From an optimization exercise on the open Yosys and OpenROAD flow, aimed at small area, a short achievable clock period and few clock cycles per item; shortcuts taken in it are not production practice.
Where RTL was checked, it was by simulation tests only, not by an equivalence proof against the original.
Power and IR drop assume default switching activity.

==> flow/design.v <==
package ghash_pkg;
    localparam int BLOCK_W    = 128;               
    localparam int WORD_W     = 32;                
    localparam int ADDR_W     = 8;                 
    localparam int DIGIT_W    = 16;                
    typedef logic [BLOCK_W-1:0]    block_t;
    typedef logic [WORD_W-1:0]     word_t;
    typedef logic [ADDR_W-1:0]     apb_addr_t;
    typedef logic [DIGIT_W-1:0]    digit_t;
    localparam block_t   GF_POLY_R = {8'hE1, 120'd0};  
    localparam apb_addr_t REG_H0     = 8'h00;      
    localparam apb_addr_t REG_H1     = 8'h04;
    localparam apb_addr_t REG_H2     = 8'h08;
    localparam apb_addr_t REG_H3     = 8'h0C;
    localparam apb_addr_t REG_D0     = 8'h10;      
    localparam apb_addr_t REG_D1     = 8'h14;
    localparam apb_addr_t REG_D2     = 8'h18;
    localparam apb_addr_t REG_D3     = 8'h1C;      
    localparam apb_addr_t REG_CTRL   = 8'h20;
    localparam apb_addr_t REG_STATUS = 8'h24;
    localparam apb_addr_t REG_TAG0   = 8'h30;      
    localparam apb_addr_t REG_TAG1   = 8'h34;
    localparam apb_addr_t REG_TAG2   = 8'h38;
    localparam apb_addr_t REG_TAG3   = 8'h3C;
    localparam int CTRL_CLEAR_BIT  = 0;            
    localparam int STAT_BUSY_BIT   = 1;            
    localparam int STAT_VALID_BIT  = 2;            
endpackage
`timescale 1ns/1ps
import ghash_pkg::*;
module ghash_top
(
    input  logic      clk,
    input  logic      i_rst,
    input  logic      i_psel,
    input  logic      i_penable,
    input  logic      i_pwrite,
    input  ghash_pkg::apb_addr_t i_paddr,
    input  ghash_pkg::word_t     i_pwdata,
    output ghash_pkg::word_t     o_prdata,
    output logic      o_pready,
    output logic      o_pslverr
);
    localparam int W_H0 = 0, W_H1 = 1, W_H2 = 2, W_H3 = 3;
    localparam int W_D0 = 4, W_D1 = 5, W_D2 = 6, W_D3 = 7;
    localparam int W_CLR = 8, W_N = 9;
    ghash_pkg::block_t h_q;                       
    ghash_pkg::word_t  d0_q, d1_q, d2_q;          
    ghash_pkg::block_t y_q;                       
    ghash_pkg::block_t acc_q;                     
    ghash_pkg::word_t  op_q;                      
    logic [1:0]        cnt_q;                     
    logic [1:0]        p_q;                       
    logic              first_q;                   
    logic              fin_q;                     
    logic              pend_q;                    
    logic              any_q;                     
    logic [W_N-1:0]    wsel_q;                    
    ghash_pkg::word_t  prdata_q;
    logic              rdy_q;
    logic              err_q;
    ghash_pkg::block_t acc_n;
    ghash_pkg::word_t  op_n;
    logic [1:0]        cnt_n;
    logic [1:0]        p_n;
    logic              first_n;
    logic              fin_n;
    logic              op_ld;
    logic              step;                      
    logic              finish;                    
    logic              d3_done;
    logic              d3_wait;
    logic              clr;
    logic              rdy_n;
    logic              free;                      
    ghash_pkg::word_t  d_sel;
    ghash_pkg::word_t  y_sel;
    ghash_pkg::block_t hp_q;                      
    logic              yfix_q;                    
    logic              yfix_n;
    logic [15:0]       ymask_q;                   
    logic [15:0]       ymask_n;
    logic [15:0]       dig;                       
    ghash_pkg::word_t  y_w0, y_w1, y_w2, y_w3;
    logic              setup;
    logic [W_N-1:0]    wsel_n;
    logic              mapped;
    ghash_pkg::word_t  rd_n;
    function automatic logic [127:0] gf_mulx(input logic [127:0] v);
        gf_mulx = v[0] ? ((v >> 1) ^ GF_POLY_R) : (v >> 1);
    endfunction
    function automatic logic [127:0] gf_mulx_inv(input logic [127:0] w);
        logic [127:0] t;
        t = w[127] ? (w ^ GF_POLY_R) : w;
        gf_mulx_inv = {t[126:0], w[127]};
    endfunction
    function automatic logic [127:0] gf_mulx112(input logic [127:0] v);
        logic [127:0] t;
        t = v;
        for (int i = 0; i < 112; i++)
            t = gf_mulx(t);
        gf_mulx112 = t;
    endfunction
    function automatic logic [127:0] gf_mulx_inv16(input logic [127:0] v);
        logic [127:0] t;
        t = v;
        for (int i = 0; i < 16; i++)
            t = gf_mulx_inv(t);
        gf_mulx_inv16 = t;
    endfunction
    function automatic logic [127:0] gf_digit_mul(input logic [15:0] d, input logic [127:0] v);
        logic [127:0] z;
        logic [127:0] t;
        z = '0;
        t = v;
        for (int j = 0; j < 16; j++)
        begin
            z = z ^ (t & {128{d[15-j]}});
            t = gf_mulx(t);
        end
        gf_digit_mul = z;
    endfunction
    assign setup = i_psel && !i_penable;
    assign hp_q = gf_mulx112(h_q);
    assign y_w0 = y_q[127:96];
    assign y_w1 = y_q[95:64];
    assign y_w2 = y_q[63:32];
    assign y_w3 = y_q[31:0];
    always_comb
    begin
        mapped = 1'b0;
        rd_n   = '0;
        case (i_paddr)
            REG_H0:     begin mapped = 1'b1; rd_n = h_q[127:96]; end
            REG_H1:     begin mapped = 1'b1; rd_n = h_q[95:64];  end
            REG_H2:     begin mapped = 1'b1; rd_n = h_q[63:32];  end
            REG_H3:     begin mapped = 1'b1; rd_n = h_q[31:0];   end
            REG_D0:     begin mapped = 1'b1; rd_n = d0_q;      end
            REG_D1:     begin mapped = 1'b1; rd_n = d1_q;      end
            REG_D2:     begin mapped = 1'b1; rd_n = d2_q;      end
            REG_D3:     mapped = 1'b1;
            REG_CTRL:   mapped = 1'b1;
            REG_STATUS:
            begin
                mapped = 1'b1;
                rd_n[STAT_VALID_BIT] = any_q && !pend_q;
                rd_n[STAT_BUSY_BIT]  = pend_q;
            end
            REG_TAG0:   begin mapped = 1'b1; rd_n = y_w0; end
            REG_TAG1:   begin mapped = 1'b1; rd_n = y_w1; end
            REG_TAG2:   begin mapped = 1'b1; rd_n = y_w2; end
            REG_TAG3:   begin mapped = 1'b1; rd_n = y_w3; end
            default:    ;
        endcase
    end
    always_comb
    begin
        wsel_n = '0;
        if (i_pwrite)
        begin
            case (i_paddr)
                REG_H0:   wsel_n[W_H0] = 1'b1;
                REG_H1:   wsel_n[W_H1] = 1'b1;
                REG_H2:   wsel_n[W_H2] = 1'b1;
                REG_H3:   wsel_n[W_H3] = 1'b1;
                REG_D0:   wsel_n[W_D0] = 1'b1;
                REG_D1:   wsel_n[W_D1] = 1'b1;
                REG_D2:   wsel_n[W_D2] = 1'b1;
                REG_D3:   wsel_n[W_D3] = 1'b1;
                REG_CTRL: wsel_n[W_CLR] = i_pwdata[CTRL_CLEAR_BIT];
                default:  ;
            endcase
        end
    end
    always_ff @(posedge clk)
    begin
        prdata_q <= rd_n;
        err_q    <= !mapped;
    end
    always_ff @(posedge clk)
    begin
        if (i_rst)
        begin
            wsel_q <= '0;
            rdy_q  <= 1'b1;
        end
        else if (setup)
        begin
            wsel_q <= wsel_n;
            rdy_q  <= !wsel_n[W_D3] || rdy_n;
        end
        else if (d3_wait)
            rdy_q  <= rdy_n;                      
        else
        begin
            wsel_q <= '0;                         
            rdy_q  <= 1'b1;
        end
    end
    assign o_prdata  = prdata_q;
    assign o_pready  = rdy_q;
    assign o_pslverr = err_q;
    assign d3_done = wsel_q[W_D3] && rdy_q;
    assign d3_wait = wsel_q[W_D3] && !rdy_q;
    assign clr     = wsel_q[W_CLR];
    assign step    = (cnt_q != 2'd0);
    assign finish  = fin_q && (cnt_q == 2'd1);
    assign dig     = op_q[31:16] ^ ymask_q;
    always_comb
    begin
        case (p_q)
            2'd0:    begin d_sel = d0_q; y_sel = y_w0; end
            2'd1:    begin d_sel = d1_q; y_sel = y_w1; end
            default: begin d_sel = d2_q; y_sel = y_w2; end
        endcase
    end
    always_comb
    begin
        acc_n = gf_digit_mul(dig, hp_q);
        if (!first_q)
            acc_n = acc_n ^ gf_mulx_inv16(acc_q);
    end
    always_comb
    begin
        free    = (cnt_q == 2'd0) || (cnt_q == 2'd1 && !fin_q);
        op_ld   = 1'b0;
        op_n    = {op_q[15:0] ^ (yfix_q ? y_q[111:96] : 16'h0), 16'h0};
        yfix_n  = 1'b0;
        ymask_n = '0;
        cnt_n   = step ? cnt_q - 2'd1 : cnt_q;
        first_n = step ? 1'b0 : first_q;
        fin_n   = finish ? 1'b0 : fin_q;
        p_n     = p_q;
        if (clr)
        begin
            cnt_n = '0;
            p_n   = '0;
            fin_n = 1'b0;
        end
        else if (wsel_q[W_H0] || wsel_q[W_H1] || wsel_q[W_H2] || wsel_q[W_H3])
            p_n   = '0;                           
        else if (wsel_q[W_D0])
        begin
            op_ld   = 1'b1;
            op_n    = i_pwdata;
            yfix_n  = 1'b1;
            ymask_n = finish ? acc_n[127:112] : y_q[127:112];
            first_n = 1'b1;
            p_n     = 2'd1;
        end
        else if (wsel_q[W_D1] || wsel_q[W_D2])
        begin
            if (wsel_q[W_D1] ? (p_q == 2'd1) : (p_q == 2'd2))
            begin
                op_ld = 1'b1;
                op_n  = i_pwdata ^ (wsel_q[W_D1] ? y_w1 : y_w2);
                p_n   = p_q + 2'd1;
            end
            else if (wsel_q[W_D1] ? (p_q > 2'd1) : (p_q > 2'd2))
                p_n   = '0;                       
        end
        else if (d3_done)
        begin
            op_ld = 1'b1;
            op_n  = i_pwdata ^ y_w3;
            fin_n = 1'b1;
            p_n   = '0;
        end
        else if (d3_wait && p_q != 2'd3 && free)
        begin
            op_ld = 1'b1;
            op_n  = d_sel ^ y_sel;
            if (p_q == 2'd0)
                first_n = 1'b1;
            p_n   = p_q + 2'd1;
        end
        if (op_ld)
            cnt_n = 2'd2;
        rdy_n = (p_n == 2'd3) && ((cnt_n == 2'd0) || (cnt_n == 2'd1 && !fin_n));
    end
    always_ff @(posedge clk)
    begin
        if (wsel_q[W_H0]) h_q[127:96] <= i_pwdata;
        if (wsel_q[W_H1]) h_q[95:64]  <= i_pwdata;
        if (wsel_q[W_H2]) h_q[63:32]  <= i_pwdata;
        if (wsel_q[W_H3]) h_q[31:0]   <= i_pwdata;
        if (wsel_q[W_D0]) d0_q        <= i_pwdata;
        if (wsel_q[W_D1]) d1_q        <= i_pwdata;
        if (wsel_q[W_D2]) d2_q        <= i_pwdata;
    end
    always_ff @(posedge clk)
    begin
        op_q   <= op_n;                          
        yfix_q  <= yfix_n;
        ymask_q <= ymask_n;
        if (step)
            acc_q <= acc_n;
    end
    always_ff @(posedge clk)
    begin
        if (finish && !i_rst)
            y_q <= acc_n;
        else if (i_rst || clr)
            y_q <= '0;
    end
    always_ff @(posedge clk)
    begin
        if (i_rst)
        begin
            cnt_q   <= '0;
            p_q     <= '0;
            first_q <= 1'b0;
            fin_q   <= 1'b0;
            pend_q  <= 1'b0;
            any_q   <= 1'b0;
        end
        else
        begin
            cnt_q   <= cnt_n;
            p_q     <= p_n;
            first_q <= first_n;
            fin_q   <= fin_n;
            if (clr)
            begin
                pend_q <= 1'b0;
                any_q  <= 1'b0;
            end
            else
            begin
                if (finish)
                    pend_q <= 1'b0;
                if (d3_done)
                begin
                    pend_q <= 1'b1;
                    any_q  <= 1'b1;
                end
            end
        end
    end
endmodule
export LEC_CHECK = 0
export CAP_MARGIN = 20
export CORE_MARGIN = 5
export CORE_UTILIZATION = 45
export SETUP_SLACK_MARGIN = 4.0
export SLEW_MARGIN = 20
create_clock -name core_clock -period 7.0 [get_ports {clk}]
run.sh (not shown) runs the stock make flow with config.mk's settings and CLKGATE_MAP_FILE= SYNTH_SCRIPT=/design/flow/synth_recipe.tcl, a recipe that flattens the netlist after the stock synthesis.
Next try:
--- a/flow/design.v
+++ b/flow/design.v
@@ -50,12 +50,13 @@
     ghash_pkg::block_t acc_q;                     
     ghash_pkg::word_t  op_q;                      
     logic [1:0]        cnt_q;                     
     logic [1:0]        p_q;                       
     logic              first_q;                   
     logic              fin_q;                     
+    logic              done_q;                    
     logic              pend_q;                    
     logic              any_q;                     
     logic [W_N-1:0]    wsel_q;                    
     ghash_pkg::word_t  prdata_q;
     logic              rdy_q;
     logic              err_q;
@@ -118,13 +119,14 @@
             z = z ^ (t & {128{d[15-j]}});
             t = gf_mulx(t);
         end
         gf_digit_mul = z;
     endfunction
     assign setup = i_psel && !i_penable;
-    assign hp_q = gf_mulx112(h_q);
+    always_ff @(posedge clk)
+        hp_q <= gf_mulx112(h_q);
     assign y_w0 = y_q[127:96];
     assign y_w1 = y_q[95:64];
     assign y_w2 = y_q[63:32];
     assign y_w3 = y_q[31:0];
     always_comb
     begin
@@ -215,19 +217,19 @@
         endcase
     end
     always_comb
     begin
         acc_n = gf_digit_mul(dig, hp_q);
         if (!first_q)
-            acc_n = acc_n ^ gf_mulx_inv16(acc_q);
+            acc_n = acc_n ^ (step ? gf_mulx_inv16(acc_q) : acc_q);
     end
     always_comb
     begin
-        free    = (cnt_q == 2'd0) || (cnt_q == 2'd1 && !fin_q);
+        free    = ((cnt_q == 2'd0) || (cnt_q == 2'd1 && !fin_q)) && !done_q;
         op_ld   = 1'b0;
-        op_n    = {op_q[15:0] ^ (yfix_q ? y_q[111:96] : 16'h0), 16'h0};
+        op_n    = {op_q[15:0] ^ (yfix_q ? (done_q ? acc_q[111:96] : y_q[111:96]) : 16'h0), 16'h0};
         yfix_n  = 1'b0;
         ymask_n = '0;
         cnt_n   = step ? cnt_q - 2'd1 : cnt_q;
         first_n = step ? 1'b0 : first_q;
         fin_n   = finish ? 1'b0 : fin_q;
         p_n     = p_q;
@@ -241,13 +243,13 @@
             p_n   = '0;                           
         else if (wsel_q[W_D0])
         begin
             op_ld   = 1'b1;
             op_n    = i_pwdata;
             yfix_n  = 1'b1;
-            ymask_n = finish ? acc_n[127:112] : y_q[127:112];
+            ymask_n = finish ? acc_n[127:112] : (done_q ? acc_q[127:112] : y_q[127:112]);
             first_n = 1'b1;
             p_n     = 2'd1;
         end
         else if (wsel_q[W_D1] || wsel_q[W_D2])
         begin
             if (wsel_q[W_D1] ? (p_q == 2'd1) : (p_q == 2'd2))
@@ -290,39 +292,40 @@
     end
     always_ff @(posedge clk)
     begin
         op_q   <= op_n;                          
         yfix_q  <= yfix_n;
         ymask_q <= ymask_n;
-        if (step)
-            acc_q <= acc_n;
+        acc_q   <= acc_n;
     end
     always_ff @(posedge clk)
     begin
-        if (finish && !i_rst)
-            y_q <= acc_n;
-        else if (i_rst || clr)
+        if (i_rst || clr)
             y_q <= '0;
+        else if (done_q)
+            y_q <= acc_q;
     end
     always_ff @(posedge clk)
     begin
         if (i_rst)
         begin
             cnt_q   <= '0;
             p_q     <= '0;
             first_q <= 1'b0;
             fin_q   <= 1'b0;
+            done_q  <= 1'b0;
             pend_q  <= 1'b0;
             any_q   <= 1'b0;
         end
         else
         begin
             cnt_q   <= cnt_n;
             p_q     <= p_n;
             first_q <= first_n;
             fin_q   <= fin_n;
+            done_q  <= finish && !clr;
             if (clr)
             begin
                 pend_q <= 1'b0;
                 any_q  <= 1'b0;
             end
             else
Effect: Final area went down by 4.0%. Clock power went up by 11%. Worst setup slack gains 100 ps. Utilization went down by 4.4 points. Global-route usage went down by 3.8 points. Sequential share of layout area went up by 1.1 points. Clock skew went down by 3.4 ps. Clock-buffer cell count went up by 14.
Testbench counts after the change, summed over its fixed seeds: cycles 15,872, blocks 1,592.
For the first run of this note, only the layout was checked, not whether the RTL still works.

-- port drivers added, routing unchanged --
The results above use ideal ports. As a check the final layouts listed here were re-extracted and re-timed, cells and wires unchanged.
Step 1 (the two cells are an assumption about what drives the block):
set clk [get_ports {clk}]
set_driving_cell -lib_cell sky130_fd_sc_hd__clkbuf_16 $clk
set_driving_cell -lib_cell sky130_fd_sc_hd__buf_2 [delete_from_list [all_inputs] $clk]
Step 2 adds t to the input delays and takes it off the output delays; t is the mean of the earliest and latest rising clock arrival at the registers after step 1. Input paths then give back, and output paths get back, about the clock's delay inside the block.
a / b / c = ideal ports / drivers / drivers and shift; a / b = the first two.
run | t (ns) | setup slack, ns | worst hold slack (ns) | latest minus earliest clock arrival (ns) | worst slew at a driven data input, ns
the first run | 0.747 | 3.881 / 3.881 / 3.289 | 0.532 / 0.532 / 0.532 | 0.046 / 0.046 | 0.04
the second run | 0.740 | 3.985 / 3.974 / 3.306 | 0.408 / 0.408 / 0.408 | 0.043 / 0.043 | 0.07
After both steps every run listed still meets setup and hold. The setup slack of the second run, which loses most, moves by -0.011 ns with the drivers and by -0.679 ns with both steps.
